What follows belongs to an exercise in optimizing a design on an open flow for small area and a short achievable clock period; a production flow would make more cautious choices. The RTL was checked by simulation tests, not by an equivalence proof against the original design.

## job 9580
==> flow/design.v (excerpt) <==
module fft16 (
	input logic clk,
	input logic reset,
	input fft_pkg::sample_t realin,
	input fft_pkg::sample_t imagin,
	input logic startin,
	output fft_pkg::sample_t realout,
	output fft_pkg::sample_t imagout,
	output logic startout
);
Size: roughly 7,100 cells after synthesis, about 1,900 flip-flops, about 84 I/O pins.
==> flow/config.mk <==
export PLATFORM = sky130hd
export DESIGN_NAME = fft16
export DESIGN_NICKNAME = fft16
export VERILOG_FILES = /design/flow/design.v
export SDC_FILE = /design/flow/constraint.sdc
export NUM_CORES = 4
export LEC_CHECK = 0
export CAP_MARGIN = 20
export CORE_MARGIN = 2
export CORE_UTILIZATION = 65
export CTS_CLUSTER_DIAMETER = 100
export CTS_CLUSTER_SIZE = 30
export SLEW_MARGIN = 20
==> flow/constraint.sdc <==
create_clock -name core_clock -period 11.0 [get_ports {clk}]
set_input_delay 2.2000 -clock core_clock [delete_from_list [all_inputs] [get_ports {clk}]]
set_output_delay 2.2000 -clock core_clock [all_outputs]
set_load 0.01 [all_outputs]
standard.sh (not shown) runs the stock make flow with config.mk's settings and CLKGATE_MAP_FILE= SYNTH_SCRIPT=/design/flow/synth_recipe.tcl, a recipe that flattens the netlist after the stock synthesis.
==> flow/flow/run.sh <==
#!/bin/bash
# Standard layout, with timing repair aiming for more setup slack than the
# clock period needs. Each step's output also goes to orfs/logs.
set -euo pipefail
MARGIN=$(cat flow/margin.txt)
bash standard.sh synth > synth.log 2>&1
bash standard.sh SETUP_SLACK_MARGIN="$MARGIN" finish > layout.log 2>&1
==> flow/flow/margin.txt <==
7.9
Job 9580 went all the way through synthesis, placement and routing and the layout is clean on timing, DRC and antenna.
Here is what was changed in the inputs of job 242 compared with job 9580.
Settings: a change of CORE_UTILIZATION from 65 to 72.
==> flow/flow/margin.txt <==
7.7
==> run summary <==
In job 242 relative to job 9580, post-layout instance area had gone down by a few percent. Summary of job 242 over job 9580: total track usage has increased; floorplan row count has decreased.
Setup changes, job 242 to job 8616
Settings: setting CTS_BUF_LIST to sky130_fd_sc_hd__clkbuf_4 sky130_fd_sc_hd__clkbuf_8 sky130_fd_sc_hd__clkbuf_16 for the first time.
## What came out
Antenna cell count ended up 1 higher on job 8616 than on job 242.
Between job 242 and job 8616, the difference in design area is negligible.
Job 8616 ran to completion and came out clean on the timing, design-rule and antenna checks.
Status: wire length parity (job 8616, job 242)
Compared job 242 against job 8616; via count of the first global-routing pass within noise.
Between job 242 and job 8616, the count of fill cells added during filler insertion figures differ only marginally.
Job 8616 vs. job 242: utilization after layout saw little to no change.
#### Input delta (job 3342 over job 8616)
Settings: clearing CTS_BUF_LIST, which used to be sky130_fd_sc_hd__clkbuf_4 sky130_fd_sc_hd__clkbuf_8 sky130_fd_sc_hd__clkbuf_16; putting PLACE_DENSITY at 0.85 where nothing was set.
Findings:
Job 3342 vs job 8616, highest layer used for signal routing: met4 vs met5
Job 3342 vs job 8616: clock-buffer cell count up slightly
Going from job 8616 to job 3342, final cell count roughly the same, worst setup slack lower, number of buffers other than clock buffers in the final layout lower.
Job 8616 -> job 3342: final weighted congestion of routability-driven global placement flat
Diff job 8616 -> job 3342: utilization of the core after routing closely matched the old numbers; synthesis-to-layout area growth closely matched the old numbers; final non-filler cell area closely matched the old numbers.
The length of routed met3 wiring in job 3342 sits about 27% above the value recorded for job 8616.
As of job 3342, routed wire length on met2 had risen by a few percent compared to job 8616.
startout as the capturing element of the worst setup path was reported by job 3342, and realout[18] by job 8616.
Setup changes, job 3342 to job 1858
Settings: SETUP_SLACK_MARGIN newly set to 5; PLACE_DENSITY removed (was 0.85).
==> flow/run.sh (new file) <==
#!/bin/bash
# synth_recipe.tcl (not shown) runs the flow's synth.tcl, then flattens the netlist and writes it again
# the make line also repeats each setting of config.mk as NAME=value (left out here)
make -C /OpenROAD-flow-scripts/flow DESIGN_CONFIG=/design/flow/config.mk WORK_HOME=/design/flow/orfs CLKGATE_MAP_FILE= SYNTH_SCRIPT=/design/flow/synth_recipe.tcl finish
removed: flow/flow/run.sh
removed: flow/flow/margin.txt
removed: flow/standard.sh
==> comparison <==
Relative to job 3342, job 1858 improves global-route wire length before repair.
In the metrics for job 3342 and job 1858, the one carrying the lower layout buffering overhead excluding clock cells is job 1858.
Job 1858: violation count after the first detailed-route iteration is 21% lower than what job 3342 reported.
Relative to job 3342, layout overhead on the synthesized area decreased by 2.5 points in job 1858.
Looking at capture point of the critical path, the u_s2.out_im[16] result is from job 1858; the startout one comes from job 3342.
Status: area fraction of clock buffers and clock inverters parity (job 1858, job 3342)
Maximum fanout encountered on the critical timing path for job 1858 is higher than for job 3342.
Job 1858 vs job 3342: via count down in job 1858
Job 1858 vs. job 3342: measured slew at the worst slew-check pin down 0.0046 ns, utilization has decreased, worst slew slack as a fraction of its limit +0.31 points.
Here is what was changed in the inputs of job 4669 compared with job 1858.
Settings: CTS_CLUSTER_DIAMETER changed from 100 to 150; SETUP_SLACK_MARGIN removed (was 5).
==> flow/flow/run.sh (new file) <==
#!/bin/bash
# Standard layout, with timing repair aiming for more setup slack than the
# clock period needs. Each step's output also goes to orfs/logs.
set -euo pipefail
MARGIN=$(cat flow/margin.txt)
bash standard.sh synth > synth.log 2>&1
bash standard.sh SETUP_SLACK_MARGIN="$MARGIN" finish > layout.log 2>&1
==> flow/flow/margin.txt (new file) <==
7.7
==> flow/standard.sh (new file) <==
#!/bin/bash
# synth_recipe.tcl (not shown) runs the flow's synth.tcl, then flattens the netlist and writes it again
# the make line also repeats each setting of config.mk as NAME=value (left out here)
make -C /OpenROAD-flow-scripts/flow DESIGN_CONFIG=/design/flow/config.mk WORK_HOME=/design/flow/orfs CLKGATE_MAP_FILE= SYNTH_SCRIPT=/design/flow/synth_recipe.tcl "${@:-finish}"
removed: flow/run.sh
==> run summary <==
Pin count of the biggest net entering global routing in job 4669 vs job 1858: down 1.0%
[compare] base=job 1858 new=job 4669: final routed wirelength across all metal layers now sits higher, maximum frequency now sits higher.
Summary: worst hold slack across all endpoints, job 4669 better than job 1858
Min routing usage on met3 across job 4669 and job 1858: job 4669

[afterwards: timing with drivers on the ports]
No port has a modelled driver above. Below, the same layouts with a new extraction and two added sets of constraints. Step 1 sets driving cells, clkbuf_16 on the clock port and buf_2 on the other inputs (assumed; they add their load-dependent delay and slew). Step 2 moves the port delays by t, midway between the first and last clock arrival at a register: inputs arrive t later, outputs are due t later. That takes back most of the time a late clock gives input paths. Three values: ideal ports, drivers, drivers and shift; two values: the first two.
run	t (ns)	setup WS [ns]	latest minus earliest clock arrival (ns)
job 9580	0.766	7.654 / 7.577 / 7.322	0.042 / 0.042
job 242	0.756	7.647 / 7.575 / 7.440	0.027 / 0.027
job 8616	0.756	7.646 / 7.574 / 7.461	0.023 / 0.023
job 3342	0.763	7.621 / 7.552 / 7.187	0.044 / 0.044
job 1858	0.777	7.111 / 7.108 / 7.026	0.047 / 0.046
job 4669	0.764	7.644 / 7.573 / 7.439	0.026 / 0.026
After both steps every run listed still meets setup and hold. The setup slack of job 3342, which loses most, moves by -0.069 ns with the drivers and by -0.434 ns with both steps.
